Background: an optimization exercise with open tools, aiming at small area. Do not read the settings as production practice.
Function was checked by simulation only, so behaviour that the tests miss may differ from the original.
Power figures rest on the tool's default switching activity, not on a simulated workload.

==> flow/design.v, too long to show whole: its modules and the start of the top module <==
// module maze_game_top: 2711 lines
module maze_game_top(clock, reset, pixel_tick, player_x, player_y, direction, colour, x_out, y_out, stop, player_reset);
  // ...
==> flow/flow/run.sh <==
#!/bin/bash
# Own layout flow: the standard flow (standard.sh) with three changes:
#  - synthesis runs the standard flow's own script (synth_recipe.tcl, so the registers are the
#    standard synthesis's) but ABC maps the logic with an area-oriented script
#    (flow/area.abc) instead of the speed script, and without the delay target;
#  - no full/half-adder extraction before ABC (ADDER_MAP_FILE empty);
#  - the port buffers are the smallest buffer, sky130_fd_sc_hd__buf_1.
# Every tool's output goes to own_flow.log here, and ORFS's own logs to orfs/logs.
set -euo pipefail
W=$(pwd)
cat > "$W/own_synth.tcl" <<EOT
proc abc {args} {
	set i [lsearch -exact \$args -script]
	if {\$i >= 0} {
		set args [lreplace \$args \$i [expr {\$i + 1}] -script {$W/flow/area.abc}]
	}
	set j [lsearch -exact \$args -D]
	if {\$j >= 0} {
		set args [lreplace \$args \$j [expr {\$j + 1}]]
	}
	yosys abc {*}\$args
}
source {$W/synth_recipe.tcl}
EOT
grep -q 'SYNTH_SCRIPT=[^ ]*synth_recipe.tcl' standard.sh
sed -e "s#SYNTH_SCRIPT=[^ ]*synth_recipe.tcl#SYNTH_SCRIPT=$W/own_synth.tcl ADDER_MAP_FILE= 'BUFFER_PORTS_ARGS=-buffer_cell sky130_fd_sc_hd__buf_1'#" standard.sh > own.sh
bash own.sh finish > own_flow.log 2>&1
==> flow/flow/area.abc <==
strash
dch -f
map -a
strash
dch -f
map -a
topo
==> flow/standard.sh <==
#!/bin/bash
# synth_recipe.tcl (not shown) runs the flow's synth.tcl, then flattens the netlist and writes it again
# the make line also repeats each setting of config.mk as NAME=value (left out here)
make -C /OpenROAD-flow-scripts/flow DESIGN_CONFIG=/design/flow/config.mk WORK_HOME=/design/flow/orfs CLKGATE_MAP_FILE= SYNTH_SCRIPT=/design/flow/synth_recipe.tcl "${@:-finish}"
==> flow/config.mk <==
export PLATFORM = sky130hd
export DESIGN_NAME = maze_game_top
export DESIGN_NICKNAME = maze_game_top
export VERILOG_FILES = /design/flow/design.v
export SDC_FILE = /design/flow/constraint.sdc
export NUM_CORES = 4
export LEC_CHECK = 0
export CAP_MARGIN = 20
export CELL_PAD_IN_SITES_DETAIL_PLACEMENT = 1
export CELL_PAD_IN_SITES_GLOBAL_PLACEMENT = 2
export CORE_MARGIN = 2
export CORE_UTILIZATION = 30
export CTS_BUF_LIST = sky130_fd_sc_hd__clkbuf_4
export CTS_CLUSTER_DIAMETER = 500
export CTS_CLUSTER_SIZE = 30
export PLACE_DENSITY = 0.45
export SLEW_MARGIN = 20
export SYNTH_MEMORY_MAX_BITS = 8192
==> flow/constraint.sdc <==
create_clock -name core_clock -period 14.0 [get_ports {clock}]
set_input_delay 2.8000 -clock core_clock [delete_from_list [all_inputs] [get_ports {clock}]]
set_output_delay 2.8000 -clock core_clock [all_outputs]
set_load 0.01 [all_outputs]
==> flow_metrics.py, run 1 <==
metrics = {
    "outcome": {
        "status": "timing/DRC/antenna clean",
    },
    "global_route": {
        "track_usage_pct": 23.4,
        "globalRouteMet2Util_pct": 37.3,
        "grt_max_degree": 15,
        "met1_usage_pct": 34.4,
    },
    "power": {
        "p_seq_uw": 46.6,
        "leakage_uw": 0.000651,
        "top_power_group": "combinational cells",
    },
    "drt": {
        "top_layer": "met4",
        "routed_wirelength_microns": 6960,
        "wl_met2_microns": 2990,
    },
    "die": {
        "start_util_pct": 31.2,
        "coreArea_sq_um": 5510,
        "well_tap_count": 72,
        "die_area_sq_um": 6340,
    },
    "worst_setup_path": {
        "crit_cells": 6,
        "ff2ff_path_depth": 11,
        "critPathSlowestCell": "clkinv_1",
        "timing.critical_path.buf_inv": 3,
    },
    "final_layout": {
        "post-route-cell-area_sq_um": 1970,
        "seq_area_sq_um": 280,
        "seq_cells": 14,
        "multi_input_gates": 239,
        "fill_cells": 813,
    },
    "timing": {
        "max_freq_mhz": 152,
        "fin_ws_ps": 7430,
        "skew_ps": 14.1,
    },
    "synth": {
        "synthMostInstantiatedCell": "nor2_1",
        "synth_warnings": 1,
        "synthFlopType": "dfxtp_1",
        "yosysSeqAreaShare_pct": 16.3,
    },
    "clocking": {
        "cts_tree": "yes",
        "clkTransAtPathRegs_ps": 100,
    },
    "placed_design": {
        "dpl_worst_slack_ps": 7430,
        "place_hpwl_microns": 5780,
    },
}
==> run 2, diff against run 1 <==
--- a/flow/config.mk
+++ b/flow/config.mk
@@ -12,6 +12,4 @@
 export CORE_UTILIZATION = 30
 export CTS_BUF_LIST = sky130_fd_sc_hd__clkbuf_4
-export CTS_CLUSTER_DIAMETER = 500
-export CTS_CLUSTER_SIZE = 30
 export PLACE_DENSITY = 0.45
 export SLEW_MARGIN = 20
==> run 2 against run 1 <==
Net effect: still clean; hold slack stayed put; cell area did not move; sequential cell count did not move; fmax did not move; clock skew did not move; power unchanged; die area stayed put; register-to-register slack is essentially flat.
==> flow_metrics.py, run 2 <==
metrics = {
    "outcome": {
        "status": "timing/DRC/antenna clean",
    },
    "drt": {
        "wire_per_inst_microns": 16.2,
        "ant_nets": 0,
        "routed_wirelength_microns": 6960,
        "drc": 0,
        "drt_iter0_markers": 99,
        "dr.pass1.iters": 4,
        "vias_per_cell": 5.44,
        "num_vias": 2341,
    },
    "power": {
        "power_density_nw_per_um2": 61.0,
        "leakage_uw": 0.000651,
        "ir_worst_vdd_uv": 35.0,
    },
    "final_layout": {
        "multi_input_area_sq_um": 1190,
        "syn_to_final_growth_pct": 14.7,
        "seq_area_sq_um": 280,
        "stdcell_count": 430,
        "nets": 381,
        "most-common-layout-cells": "nor2_1, clkinv_1, buf_1",
        "layout_commonest_cell": "nor2_1",
        "fill_cells": 813,
        "drive_gt1_share_pct": 1.12,
        "antenna-diode-count": 0,
    },
    "worst_setup_path": {
        "crit_top_cell": "buf_1",
        "worst_setup_path_end_kind": "output port",
        "critPathMaxFanout": 5,
        "critPathSlowestCell": "clkinv_1",
        "arrival_ps": 3770,
        "required_ps": 11200,
        "crit_family": "buffers and inverters",
        "timing.critical_path.buf_inv": 3,
        "cp_slowest_stage_delay_ps": 200,
        "path_class": "input pin to output port",
        "startpoint_type": "input pin",
        "path_cells": "buf_1 -> clkinv_1 -> a21oi_1 -> a221oi_1 -> o21ai_0 -> buf_1",
    },
    "die": {
        "die_area_sq_um": 6340,
        "num_rows": 27,
        "ioPinCount": 45,
        "coreArea_sq_um": 5510,
        "start_util_pct": 31.2,
        "die_x_microns": 79.6,
        "dieHeight_microns": 79.6,
    },
    "timing": {
        "post-route-period-util_pct": 46.9,
        "relSlewSlack_pct": 53.0,
        "hold_viol_final": 0,
        "setup_viol": 0,
        "setup_tns_ps": 0,
        "max_freq_mhz": 152,
        "fin_crit_ps": 6570,
        "skew_ps": 14.1,
        "rsz0062_at_grt": "false",
        "slew_violations": 0,
        "worst_pin_slew_ps": 700,
    },
    "global_route": {
        "antenna_found_initial": 0,
        "grt_pass1_wl_microns": 11800,
        "grt_max_degree": 15,
        "grt_pass1_vias": 2324,
        "overflow": 0,
        "track_usage_pct": 23.4,
    },
    "synth": {
        "synth-async-reset-ratio_pct": 0,
        "syn_nets": 336,
        "syn_avg_cell_area_sq_um": 5.47,
        "synth_top_area_cell": "dfxtp_1",
        "yosysSeqAreaShare_pct": 16.3,
        "synthDistinctLibCells": 25,
        "synth_top_cell_area_share_pct": 16.3,
        "synthCells": 314,
        "synthFlopType": "dfxtp_1",
        "netlist_area_sq_um": 1720,
        "netlist_top_cells_area": "dfxtp_1, nor2_1, clkinv_1",
        "synth_edf_count": 0,
        "synthTopCellsByCount": "nor2_1, clkinv_1, o21ai_0",
        "ys_seq_elements": 14,
        "synthMostInstantiatedCell": "nor2_1",
        "synth_warnings": 1,
    },
    "clocking": {
        "cts_tree": "yes",
        "clock-sinks": 14,
        "cts_hold_buf": 0,
        "ctsResizeCount": 0,
        "clockRootBuffer": "clkbuf_4",
        "h-tree-depth": 1,
        "clk_path_buf_depth": 2,
        "clkTransAtPathRegs_ps": 100,
        "cts_buffers": 3,
        "cts_setup_buffers": 0,
        "clock_latency_ps": 300,
    },
    "placed_design": {
        "place_hpwl_microns": 5780,
        "dpl.cell_count": 426,
        "port_buffers": 44,
        "place_congestion": 0.832,
    },
    "flow_run": {
        "drv_cap": 0,
    },
    "worst_hold_path": {
        "hp-class": "register to register",
    },
}
-- run 2: cell counts after synthesis --
No cell type changed its count.
-- run 2: logic make-up (layout without fill, tap and decap cells) --
group                  count (synthesis)  after routing  share of synthesized area [%]
buffers and inverters                 61            105                           14.2
AOI/OAI and AO/OA                    116            116                           40.4
DFF                                   14             14                           16.3
and+or+nand+nor                      123            123                           29.1
-- run 2: power by group --
group | total [uW] | leakage (uW) | switching [uW] | internal (uW)
logic | 47.7 | 0.000520 | 33.9 | 13.8
registers | 46.6 | 0.000115 | 4.14 | 42.5
clock network | 25.7 | 0.0000154 | 15.3 | 10.4
total | 120 | 0.000651 | 53.4 | 66.6
-- run 2: area by class of cell --
class                      instances  share of cell area (%)
timing repair buffer              44                    8.39
sequential                        14                    14.2
clock inverter                     1                   0.191
multi-input combinational        239                    60.6
inverter                          57                    10.9
tap                               72                    4.58
clock buffer                       3                    1.14
-- run 2: worst register-to-register path: cells and delay by family (launching register included) --
| kind | cells | cell delay (ps) |
|---|---|---|
| buf+inv | 4 | 1140 |
| flops | 1 | 390 |
| compound gates | 3 | 460 |
| simple gates | 4 | 850 |
-- run 2: worst paths after layout --
kind               start         to  slack (ps)  depth (start not counted)
max          player_y[4]   y_out[4]        7430                          6
min            cnt_reg_8  cnt_reg_8         540                          2
max reg2reg    cnt_reg_8  cnt_reg_0       11050                         11
min reg2reg    cnt_reg_8  cnt_reg_8         540                          2
-- run 2: metrics by stage --
step	hold WS (ps)	util [%]	instance area (sq um)	setup WS, ps	power, uW
after detailed placement	522	35.3	1940	7430	94.7
after global placement	524	35.3	1940	7480	94.6
final	540	35.7	1970	7430	120
after global routing	586	35.7	1970	7320	131
after CTS	539	35.7	1970	7420	120
after floorplan	479	-	1720	7840	77.9
-- run 2: layer usage --
layer  vias up  GRT usage (%)  routed length, microns
met4         0           2.59                      33
met1      1088           34.4                    3640
met2        46           37.3                    2990
met5         -              0                       0
met3         4           3.05                     302
li1       1203              -                       -

==> re-timing with driven ports <==
In the flow no input, the clock included, has a driving cell. The finished layouts below were timed again as built, in two steps.
Step 1, drivers: a clkbuf_16 drives clock and a buf_2 each remaining input, both assumed.
Step 2 also shifts input and output timing later by t, the mid clock arrival at the registers, as if the neighbouring blocks saw the same clock.
Three values: no drivers, after step 1, after step 2; two values: the first two.
run | t (ns) | slack for setup (ns) | hold WS [ns] | clock arrival spread, ns | worst slew at a driven data input, ns
run 1 | 0.316 | 7.431 / 7.410 / 7.410 | 0.540 / 0.540 / 0.540 | 0.015 / 0.015 | 0.03
run 2 | 0.316 | 7.431 / 7.410 / 7.410 | 0.540 / 0.540 / 0.540 | 0.015 / 0.015 | 0.03
After both steps every run listed still meets setup and hold.
